Source: an optimization exercise on an open RTL-to-GDS flow (aim: small area, a short achievable clock period and few clock cycles). Production flows keep margins and buffers that such runs may drop.
At most, simulation tests tie the RTL to the original design; equivalence was not proved.
Power is estimated from default activity; no workload was simulated.

Setup of the previous run:
==> flow/design.v <==
module alu_md #(
  parameter int unsigned WIDTH = 32,
  parameter int unsigned SAW   = 5,
  parameter int unsigned CW    = 6
) (
  input  logic             clk,
  input  logic             reset,
  input  logic [WIDTH-1:0] RSbus,
  input  logic [WIDTH-1:0] RTbus,
  input  logic [WIDTH-1:0] Imm,
  input  logic             UseImm,
  input  logic [7:0]       SEL,
  input  logic             Start,
  input  logic             ReadLabel,
  input  logic             WriteLabel,
  output logic [WIDTH-1:0] ALUout,
  output logic [WIDTH-1:0] HI,
  output logic [WIDTH-1:0] LO,
  output logic             Busy,
  output logic             Done
);
  logic        s_mul, s_mulx, s_daln, s_div, s_fixq, s_fixr;
  logic [33:0] opa;       
  logic [4:0]  cnt;
  logic        last;      
  logic        hx;        
  logic        ext;       
  logic [1:0]  mcls;      
  logic        negq, negr;
  logic [4:0]  dsh;       
  logic        zq;        
  logic        dvneg;     
  logic        one0, two0, neg0, one1, two1, neg1;    
  logic        unused_labels;
  assign unused_labels = ReadLabel ^ WriteLabel;
  logic [31:0] y;
  logic [4:0]  sa;
  logic        accept;
  logic        op_mul, op_div, op_sgn;
  assign y      = UseImm ? Imm : RTbus;    
  assign sa     = UseImm ? Imm[10:6] : RSbus[4:0];
  assign accept = Start & ~Busy;
  assign op_mul = (SEL == 8'h10) || (SEL == 8'h11);
  assign op_div = (SEL == 8'h12) || (SEL == 8'h13);
  assign op_sgn = ~SEL[0];
  logic        sub;
  logic [32:0] sum;
  logic        slt, sltu;
  assign sub  = (SEL[2:0] == 3'd5) || (SEL[2:1] == 2'b11);
  assign sum  = s37[32:0];       
  assign sltu = ~sum[32];
  assign slt  = (RSbus[31] ^ y[31]) ? RSbus[31] : sum[31];
  function automatic logic [32:0] rev33(input logic [32:0] v);
    for (int i = 0; i < 33; i++) rev33[i] = v[32-i];
  endfunction
  logic [31:0] shsrc;
  logic        sh_l, fill;
  logic [4:0]  shamt;
  logic [32:0] shin, shr, shout;
  assign shsrc = s_daln ? opa[31:0] : RTbus;
  assign sh_l  = s_daln | SEL[1];
  assign fill  = ~sh_l & ~SEL[0] & RTbus[31];
  assign shamt = s_daln ? dsh : sa;
  assign shin  = sh_l ? rev33({s_daln & dvneg, shsrc}) : {fill, shsrc};
  always_comb begin
    shr = shin;
    if (shamt[4]) shr = {{16{fill}}, shr[32:16]};
    if (shamt[3]) shr = {{8{fill}},  shr[32:8]};
    if (shamt[2]) shr = {{4{fill}},  shr[32:4]};
    if (shamt[1]) shr = {{2{fill}},  shr[32:2]};
    if (shamt[0]) shr = {fill,       shr[32:1]};
  end
  assign shout = sh_l ? rev33(shr) : shr;
  logic [31:0] alu_res;
  logic        alu_we;
  always_comb begin
    alu_we  = 1'b1;
    alu_res = '0;
    case (SEL)
      8'h00, 8'h05: alu_res = sum[31:0];
      8'h01:        alu_res = RSbus & y;
      8'h02:        alu_res = RSbus ^ y;
      8'h03:        alu_res = RSbus | y;
      8'h04:        alu_res = ~(RSbus | y);
      8'h06:        alu_res = {31'b0, sltu};
      8'h07:        alu_res = {31'b0, slt};
      8'h08, 8'h09, 8'h0A: alu_res = shout[31:0];
      8'h14:        alu_res = HI;
      8'h15:        alu_res = LO;
      8'h10, 8'h11, 8'h12, 8'h13, 8'h16, 8'h17: alu_we = 1'b0;
      default:      alu_res = '0;
    endcase
  end
  function automatic logic [1:0] mclass(input logic [31:0] v, input logic sg);
    logic f8, f16, f24;
    f8  = (v[31:7]  == 25'h0) || (sg && (v[31:7]  == 25'h1ffffff));
    f16 = (v[31:15] == 17'h0) || (sg && (v[31:15] == 17'h1ffff));
    f24 = (v[31:23] == 9'h0)  || (sg && (v[31:23] == 9'h1ff));
    mclass = f8 ? 2'd0 : f16 ? 2'd1 : f24 ? 2'd2 : 2'd3;
  endfunction
  logic [1:0]  y_cls, rs_cls, m_cls;
  logic        mswap;
  logic [31:0] mplier, mcand;
  assign y_cls  = mclass(y, op_sgn);
  assign rs_cls = mclass(RSbus, op_sgn);
  assign mswap  = rs_cls < y_cls;
  assign m_cls  = mswap ? rs_cls : y_cls;
  assign mplier = mswap ? RSbus : y;
  assign mcand  = mswap ? y : RSbus;
  function automatic logic [2:0] booth(input logic b1, input logic b0, input logic bm);
    booth[2] = b0 ^ bm;                                    
    booth[1] = (b1 & ~b0 & ~bm) | (~b1 & b0 & bm);         
    booth[0] = b1;                                         
  endfunction
  function automatic logic [5:0] clz32(input logic [31:0] v);
    logic [15:0] z1; logic [15:0]     c1;
    logic [7:0]  z2; logic [7:0][1:0] c2;
    logic [3:0]  z3; logic [3:0][2:0] c3;
    logic [1:0]  z4; logic [1:0][3:0] c4;
    for (int i = 0; i < 16; i++) begin
      z1[i] = ~(v[2*i+1] | v[2*i]);
      c1[i] = ~v[2*i+1];
    end
    for (int i = 0; i < 8; i++) begin
      z2[i] = z1[2*i+1] & z1[2*i];
      c2[i] = z1[2*i+1] ? {1'b1, c1[2*i]} : {1'b0, c1[2*i+1]};
    end
    for (int i = 0; i < 4; i++) begin
      z3[i] = z2[2*i+1] & z2[2*i];
      c3[i] = z2[2*i+1] ? {1'b1, c2[2*i]} : {1'b0, c2[2*i+1]};
    end
    for (int i = 0; i < 2; i++) begin
      z4[i] = z3[2*i+1] & z3[2*i];
      c4[i] = z3[2*i+1] ? {1'b1, c3[2*i]} : {1'b0, c3[2*i+1]};
    end
    clz32 = (z4[1] & z4[0]) ? 6'd32 : (z4[1] ? {2'b01, c4[0]} : {2'b00, c4[1]});
  endfunction
  logic        y_zero, negn, negd;
  logic [5:0]  clzn, clzd;
  assign negn   = op_sgn & RSbus[31];
  assign negd   = op_sgn & y[31];
  assign y_zero = (y == 32'b0);
  assign clzn   = clz32(RSbus ^ {32{negn}});
  assign clzd   = clz32(y ^ {32{negd}});
  logic [6:0] sdiff;
  assign sdiff = {2'b0, (clzd[5] ? 5'd31 : clzd[4:0])} - {1'b0, clzn} + {6'b0, negn};
  logic [36:0] av, x37, pp0, pp1, cv, sv, cc;
  logic [37:0] s38;
  logic [36:0] s37;
  logic        fix, dborrow;
  assign fix = s_fixq | s_fixr | (s_daln & negr);
  assign x37 = {{3{opa[33]}}, opa};
  assign pp0 = (({37{one0}} & x37) | ({37{two0}} & {x37[35:0], 1'b0})) ^ {37{neg0}};
  assign pp1 = (({37{one1}} & {x37[34:0], 2'b0}) | ({37{two1}} & {x37[33:0], 3'b0}))
               ^ {37{neg1}};
  always_comb begin
    if (s_fixq)      av = ~{5'b0, LO};
    else if (s_fixr | s_daln) av = ~{5'b0, HI};
    else             av = {{4{hx}}, hx, HI};
  end
  assign sv      = av ^ pp0 ^ pp1;
  assign cv      = (av & pp0) | (av & pp1) | (pp0 & pp1);
  assign cc      = {cv[35:0], neg1};
  logic [36:0] adda, addb;
  logic        addc;
  assign adda    = Busy ? sv : {5'b0, RSbus};
  assign addb    = Busy ? cc : {5'b0, y ^ {32{sub}}};
  assign addc    = Busy ? (neg0 | fix) : sub;
  assign s38     = {adda, 1'b1} + {addb, addc};
  assign s37     = s38[37:1];
  assign dborrow = s37[36];
  logic [31:0] alu_nxt, hi_nxt, lo_nxt;
  logic [33:0] opa_nxt;
  logic [4:0]  cnt_nxt, dsh_nxt;
  logic        zq_nxt;
  logic [5:0]  bctl_nxt;
  logic [1:0]  mcls_nxt;
  logic        n_mul, n_mulx, n_daln, n_div, n_fixq, n_fixr;
  logic        last_nxt, hx_nxt, ext_nxt, negq_nxt, negr_nxt, dvneg_nxt, done_nxt;
  always_comb begin
    {n_mul, n_mulx, n_daln, n_div, n_fixq, n_fixr} = 6'b0;
    alu_nxt  = ALUout;
    hi_nxt   = HI;
    lo_nxt   = LO;
    opa_nxt  = opa;
    cnt_nxt  = cnt;
    last_nxt = last;
    hx_nxt   = hx;
    ext_nxt  = ext;
    mcls_nxt = mcls;
    negq_nxt = negq;
    negr_nxt = negr;
    dsh_nxt  = dsh;
    zq_nxt   = zq;
    dvneg_nxt = dvneg;
    bctl_nxt = 6'b0;
    done_nxt = 1'b0;
    if (accept) begin
      if (alu_we) alu_nxt = alu_res;
      if (SEL == 8'h16) hi_nxt = RSbus;
      if (SEL == 8'h17) lo_nxt = RSbus;
      done_nxt = 1'b1;
      if (op_mul) begin
        done_nxt = 1'b0;
        n_mul    = 1'b1;
        hi_nxt   = '0;
        hx_nxt   = 1'b0;
        lo_nxt   = mplier;
        opa_nxt  = {{2{op_sgn & mcand[31]}}, mcand};
        mcls_nxt = m_cls;
        cnt_nxt  = {2'b0, m_cls, 1'b1};
        last_nxt = 1'b0;
        ext_nxt  = ~op_sgn & mplier[31];
        bctl_nxt = {booth(mplier[1], mplier[0], 1'b0), booth(mplier[3], mplier[2], mplier[1])};
      end
      if (op_div) begin
        if (y_zero) begin
          hi_nxt = RSbus;
          lo_nxt = '1;
        end else begin
          done_nxt = 1'b0;
          n_daln   = 1'b1;
          hi_nxt   = RSbus;
          hx_nxt   = 1'b0;
          lo_nxt   = '0;
          opa_nxt  = {{2{negd}}, y};
          dvneg_nxt = negd;
          negq_nxt = negn ^ negd;
          negr_nxt = negn;
          dsh_nxt  = sdiff[4:0];
          zq_nxt   = sdiff[6];
        end
      end
    end
    if (s_mul) begin
      {hx_nxt, hi_nxt} = s37[36:4];
      lo_nxt   = {s37[3:0], LO[31:4]};
      cnt_nxt  = cnt - 5'd1;
      last_nxt = (cnt == 5'd1);
      bctl_nxt = {booth(LO[5], LO[4], LO[3]), booth(LO[7], LO[6], LO[5])};
      if (last) begin
        case (mcls)
          2'd0: begin
            hi_nxt = {{23{s37[36]}}, s37[36:28]};
            lo_nxt = {s37[27:0], LO[31:28]};
          end
          2'd1: begin
            hi_nxt = {{15{s37[36]}}, s37[36:20]};
            lo_nxt = {s37[19:0], LO[31:20]};
          end
          2'd2: begin
            hi_nxt = {{7{s37[36]}}, s37[36:12]};
            lo_nxt = {s37[11:0], LO[31:12]};
          end
          default: ;
        endcase
        if (ext) begin
          n_mulx   = 1'b1;
          bctl_nxt = 6'b100_000;    
        end else done_nxt = 1'b1;
      end else n_mul = 1'b1;
    end
    if (s_mulx) begin
      hi_nxt   = s37[31:0];
      done_nxt = 1'b1;
    end
    if (s_daln) begin
      if (zq) begin
        done_nxt = 1'b1;
      end else begin
        if (negr) hi_nxt = s37[31:0];
        n_div    = 1'b1;
        opa_nxt  = {dvneg, shout};
        cnt_nxt  = dsh;
        last_nxt = (dsh == 5'd0);
        bctl_nxt = {2'b10, ~dvneg, 3'b000};    
      end
    end
    if (s_div) begin
      if (!dborrow) hi_nxt = s37[31:0];
      lo_nxt   = {LO[30:0], ~dborrow};
      opa_nxt  = {opa[33], opa[33:1]};
      cnt_nxt  = cnt - 5'd1;
      last_nxt = (cnt == 5'd1);
      bctl_nxt = {one0, two0, neg0, 3'b000};
      if (last) begin
        bctl_nxt = 6'b0;
        if (negq) n_fixq = 1'b1;
        else if (negr) n_fixr = 1'b1;
        else done_nxt = 1'b1;
      end else n_div = 1'b1;
    end
    if (s_fixq) begin
      lo_nxt = s37[31:0];
      if (negr) n_fixr = 1'b1;
      else done_nxt = 1'b1;
    end
    if (s_fixr) begin
      hi_nxt   = s37[31:0];
      done_nxt = 1'b1;
    end
  end
  always_ff @(posedge clk or posedge reset) begin
    if (reset) begin
      ALUout <= '0;
      HI     <= '0;
      LO     <= '0;
      Busy   <= 1'b0;
      Done   <= 1'b0;
      s_mul  <= 1'b0;
      s_mulx <= 1'b0;
      s_daln <= 1'b0;
      s_div  <= 1'b0;
      s_fixq <= 1'b0;
      s_fixr <= 1'b0;
    end else begin
      ALUout <= alu_nxt;
      HI     <= hi_nxt;
      LO     <= lo_nxt;
      Busy   <= n_mul | n_mulx | n_daln | n_div | n_fixq | n_fixr;
      Done   <= done_nxt;
      s_mul  <= n_mul;
      s_mulx <= n_mulx;
      s_daln <= n_daln;
      s_div  <= n_div;
      s_fixq <= n_fixq;
      s_fixr <= n_fixr;
    end
  end
  always_ff @(posedge clk) begin
    opa  <= opa_nxt;
    cnt  <= cnt_nxt;
    last <= last_nxt;
    hx   <= hx_nxt;
    ext  <= ext_nxt;
    mcls <= mcls_nxt;
    negq <= negq_nxt;
    negr <= negr_nxt;
    dsh  <= dsh_nxt;
    zq   <= zq_nxt;
    dvneg <= dvneg_nxt;
    {one0, two0, neg0, one1, two1, neg1} <= bctl_nxt;
  end
endmodule
==> flow/config.mk <==
export PLATFORM = sky130hd
export DESIGN_NAME = alu_md
export DESIGN_NICKNAME = alu_md
export VERILOG_FILES = /design/flow/design.v
export SDC_FILE = /design/flow/constraint.sdc
export NUM_CORES = 4
export LEC_CHECK = 0
export ABC_AREA = 1
export CAP_MARGIN = 20
export CORE_MARGIN = 2
export CORE_UTILIZATION = 40
export SETUP_SLACK_MARGIN = 1.6
export SLEW_MARGIN = 20
==> flow/constraint.sdc <==
create_clock -name core_clock -period 6.0 [get_ports {clk}]
set_input_delay 1.2000 -clock core_clock [delete_from_list [all_inputs] [get_ports {clk}]]
set_output_delay 1.2000 -clock core_clock [all_outputs]
set_load 0.01 [all_outputs]
run.sh (not shown) runs the stock make flow with config.mk's settings and CLKGATE_MAP_FILE= SYNTH_SCRIPT=/design/flow/synth_recipe.tcl, a recipe that flattens the netlist after the stock synthesis.
> inputs changed (the previous run -> the current run)
--- a/flow/design.v
+++ b/flow/design.v
@@ -45,8 +45,10 @@
   assign op_sgn = ~SEL[0];
   logic        sub;
+  logic [33:0] sumc;
   logic [32:0] sum;
   logic        slt, sltu;
   assign sub  = (SEL[2:0] == 3'd5) || (SEL[2:1] == 2'b11);
-  assign sum  = s37[32:0];       
+  assign sumc = {1'b0, RSbus, 1'b1} + {1'b0, y ^ {32{sub}}, sub};
+  assign sum  = sumc[33:1];
   assign sltu = ~sum[32];
   assign slt  = (RSbus[31] ^ y[31]) ? RSbus[31] : sum[31];
@@ -162,10 +164,5 @@
   assign cv      = (av & pp0) | (av & pp1) | (pp0 & pp1);
   assign cc      = {cv[35:0], neg1};
-  logic [36:0] adda, addb;
-  logic        addc;
-  assign adda    = Busy ? sv : {5'b0, RSbus};
-  assign addb    = Busy ? cc : {5'b0, y ^ {32{sub}}};
-  assign addc    = Busy ? (neg0 | fix) : sub;
-  assign s38     = {adda, 1'b1} + {addb, addc};
+  assign s38     = {sv, 1'b1} + {cc, (neg0 | fix)};
   assign s37     = s38[37:1];
   assign dborrow = s37[36];
### Flow results
- The current run against the previous run: cell area lost about 3%, leakage power picked up an extra 3.2%, area of the die picked up an extra about 5.5%, power lost about 40%, sequential cell area in the final layout neither gained nor lost much.
- Die outline width went up by a few percent going from the previous run to the current run.
- | buffer count excluding the clock tree in the final layout | lower: the current run |
- The previous run vs the current run, launch point of the worst path: neg0 vs s_fixq
Testbench counts of the current run, summed over its fixed seeds: cycles 19,622.
For the previous run, only the layout was checked, not whether the RTL still works.

---

alu_md with an RTL version that a note above also has.
Size in the first run: ~4600 cells after synthesis, ~160 flip-flops, roughly 210 I/O pins, ~27000 um2 of cells after synthesis.
Settings: LEC_CHECK=0, ABC_AREA=1, CAP_MARGIN=20, CORE_MARGIN=2, CORE_UTILIZATION=40, SETUP_SLACK_MARGIN=1.6, SLEW_MARGIN=20; clock period 6.0 ns.
standard.sh (not shown) runs the stock make flow with config.mk's settings and CLKGATE_MAP_FILE= SYNTH_SCRIPT=/design/flow/synth_recipe.tcl, a recipe that flattens the netlist after the stock synthesis.
==> flow/flow/run.sh <==
#!/bin/bash
# The standard layout (standard.sh), with two ORFS settings changed: the port buffers use
# buf_1 instead of the default delay-buffer cell, and timing repair may resize a cell to any
# footprint. Each tool's output goes to the ORFS logs under orfs/logs; make's output to
# standard.log.
export BUFFER_PORTS_ARGS="-buffer_cell sky130_fd_sc_hd__buf_1"
bash standard.sh MATCH_CELL_FOOTPRINT=0 finish > standard.log 2>&1
Testbench counts at the start, summed over its fixed seeds: cycles 19,622.
==> next run, changes <==
--- a/flow/design.v
+++ b/flow/design.v
@@ -25,35 +25,36 @@
   logic        last;      
   logic        hx;        
   logic        ext;       
   logic [1:0]  mcls;      
   logic        negq, negr;
   logic [4:0]  dsh;       
   logic        zq;        
   logic        dvneg;     
   logic        one0, two0, neg0, one1, two1, neg1;    
+  logic        av_nhi, av_nlo, fixc;    
   logic        unused_labels;
   assign unused_labels = ReadLabel ^ WriteLabel;
   logic [31:0] y;
   logic [4:0]  sa;
   logic        accept;
   logic        op_mul, op_div, op_sgn;
   assign y      = UseImm ? Imm : RTbus;    
   assign sa     = UseImm ? Imm[10:6] : RSbus[4:0];
   assign accept = Start & ~Busy;
   assign op_mul = (SEL == 8'h10) || (SEL == 8'h11);
   assign op_div = (SEL == 8'h12) || (SEL == 8'h13);
   assign op_sgn = ~SEL[0];
   logic        sub;
   logic [33:0] sumc;
   logic [32:0] sum;
   logic        slt, sltu;
-  assign sub  = (SEL[2:0] == 3'd5) || (SEL[2:1] == 2'b11);
+  assign sub  = SEL[2];    
   assign sumc = {1'b0, RSbus, 1'b1} + {1'b0, y ^ {32{sub}}, sub};
   assign sum  = sumc[33:1];
   assign sltu = ~sum[32];
   assign slt  = (RSbus[31] ^ y[31]) ? RSbus[31] : sum[31];
   function automatic logic [32:0] rev33(input logic [32:0] v);
     for (int i = 0; i < 33; i++) rev33[i] = v[32-i];
   endfunction
   logic [31:0] shsrc;
   logic        sh_l, fill;
@@ -144,26 +145,26 @@
   assign y_zero = (y == 32'b0);
   assign clzn   = clz32(RSbus ^ {32{negn}});
   assign clzd   = clz32(y ^ {32{negd}});
   logic [6:0] sdiff;
   assign sdiff = {2'b0, (clzd[5] ? 5'd31 : clzd[4:0])} - {1'b0, clzn} + {6'b0, negn};
   logic [36:0] av, x37, pp0, pp1, cv, sv, cc;
   logic [37:0] s38;
   logic [36:0] s37;
   logic        fix, dborrow;
-  assign fix = s_fixq | s_fixr | (s_daln & negr);
+  assign fix = fixc;
   assign x37 = {{3{opa[33]}}, opa};
   assign pp0 = (({37{one0}} & x37) | ({37{two0}} & {x37[35:0], 1'b0})) ^ {37{neg0}};
   assign pp1 = (({37{one1}} & {x37[34:0], 2'b0}) | ({37{two1}} & {x37[33:0], 3'b0}))
                ^ {37{neg1}};
   always_comb begin
-    if (s_fixq)      av = ~{5'b0, LO};
-    else if (s_fixr | s_daln) av = ~{5'b0, HI};
+    if (av_nlo)      av = ~{5'b0, LO};
+    else if (av_nhi) av = ~{5'b0, HI};
     else             av = {{4{hx}}, hx, HI};
   end
   assign sv      = av ^ pp0 ^ pp1;
   assign cv      = (av & pp0) | (av & pp1) | (pp0 & pp1);
   assign cc      = {cv[35:0], neg1};
   assign s38     = {sv, 1'b1} + {cc, (neg0 | fix)};
   assign s37     = s38[37:1];
   assign dborrow = s37[36];
   logic [31:0] alu_nxt, hi_nxt, lo_nxt;
@@ -186,52 +187,55 @@
     ext_nxt  = ext;
     mcls_nxt = mcls;
     negq_nxt = negq;
     negr_nxt = negr;
     dsh_nxt  = dsh;
     zq_nxt   = zq;
     dvneg_nxt = dvneg;
     bctl_nxt = 6'b0;
     done_nxt = 1'b0;
+    dsh_nxt = sdiff[4:0];
+    zq_nxt  = sdiff[6];
+    if (!Busy) begin
+      hx_nxt    = 1'b0;
+      mcls_nxt  = m_cls;
+      cnt_nxt   = {2'b0, m_cls, 1'b1};
+      last_nxt  = 1'b0;
+      ext_nxt   = ~op_sgn & mplier[31];
+      dvneg_nxt = negd;
+      negq_nxt  = negn ^ negd;
+      negr_nxt  = negn;
+      if (op_div) opa_nxt = {{2{negd}}, y};
+      else begin
+        opa_nxt  = {{2{op_sgn & mcand[31]}}, mcand};
+        bctl_nxt = {booth(mplier[1], mplier[0], 1'b0), booth(mplier[3], mplier[2], mplier[1])};
+      end
+    end
     if (accept) begin
       if (alu_we) alu_nxt = alu_res;
       if (SEL == 8'h16) hi_nxt = RSbus;
       if (SEL == 8'h17) lo_nxt = RSbus;
       done_nxt = 1'b1;
       if (op_mul) begin
         done_nxt = 1'b0;
         n_mul    = 1'b1;
         hi_nxt   = '0;
-        hx_nxt   = 1'b0;
         lo_nxt   = mplier;
-        opa_nxt  = {{2{op_sgn & mcand[31]}}, mcand};
-        mcls_nxt = m_cls;
-        cnt_nxt  = {2'b0, m_cls, 1'b1};
-        last_nxt = 1'b0;
-        ext_nxt  = ~op_sgn & mplier[31];
-        bctl_nxt = {booth(mplier[1], mplier[0], 1'b0), booth(mplier[3], mplier[2], mplier[1])};
       end
       if (op_div) begin
         if (y_zero) begin
           hi_nxt = RSbus;
           lo_nxt = '1;
         end else begin
           done_nxt = 1'b0;
           n_daln   = 1'b1;
           hi_nxt   = RSbus;
-          hx_nxt   = 1'b0;
           lo_nxt   = '0;
-          opa_nxt  = {{2{negd}}, y};
-          dvneg_nxt = negd;
-          negq_nxt = negn ^ negd;
-          negr_nxt = negn;
-          dsh_nxt  = sdiff[4:0];
-          zq_nxt   = sdiff[6];
         end
       end
     end
     if (s_mul) begin
       {hx_nxt, hi_nxt} = s37[36:4];
       lo_nxt   = {s37[3:0], LO[31:4]};
       cnt_nxt  = cnt - 5'd1;
       last_nxt = (cnt == 5'd1);
       bctl_nxt = {booth(LO[5], LO[4], LO[3]), booth(LO[7], LO[6], LO[5])};
@@ -331,11 +335,14 @@
     hx   <= hx_nxt;
     ext  <= ext_nxt;
     mcls <= mcls_nxt;
     negq <= negq_nxt;
     negr <= negr_nxt;
     dsh  <= dsh_nxt;
     zq   <= zq_nxt;
     dvneg <= dvneg_nxt;
     {one0, two0, neg0, one1, two1, neg1} <= bctl_nxt;
+    av_nlo <= n_fixq;
+    av_nhi <= n_fixr | n_daln;
+    fixc   <= n_fixq | n_fixr | (n_daln & negr_nxt);
   end
 endmodule
=> Clock power grows by a little under a tenth. Hold slack gets better by 0.021 ns. First-iteration DRC count shrinks by about a fifth. Sequential power shrinks by roughly a tenth. Critical path depth shrinks by 5. Flip-flop and latch count grows by 3. Sequential share of layout area grows by 0.10 points. Synthesized area shrinks slightly. Via count shrinks by a few percent. Setup slack gets better by 0.018 ns.
Only the layout flow was run in the second run of this note; the RTL was not checked for function there.

separate check: timing with driven ports:
In the flow no input, the clock included, has a driving cell. The finished layouts below were timed again as built, in two steps. Step 1 assumes that a clkbuf_16 drives the clock port and a buf_2 every other input. Step 2 adds t to the input delays and takes it off the output delays; t is the mean of the earliest and latest rising clock arrival at the registers after step 1. Input paths then give back, and output paths get back, about the clock's delay inside the block. Slacks: ideal ports / drivers / drivers and shift; pairs: ideal ports / drivers.
run | t (ns) | setup slack, ns | hold WS [ns] | worst setup path at the end | worst data-port slew with drivers (ns)
the previous run | 0.583 | 1.595 / 1.595 / 1.060 | 0.455 / 0.455 / 0.455 | input to register | 0.06
the current run | 0.583 | 1.585 / 1.585 / 1.079 | 0.435 / 0.435 / 0.435 | input to register | 0.06
the first run of note 2 | 0.549 | 1.584 / 1.584 / 1.158 | 0.462 / 0.462 / 0.462 | input to register | 0.07
the second run of note 2 | 0.577 | 1.602 / 1.602 / 1.083 | 0.483 / 0.483 / 0.483 | input to register | 0.05
After both steps every run listed still meets setup and hold. For the previous run, which loses most, drivers alone change the setup slack by 0.000 ns; drivers and shift together by -0.535 ns.
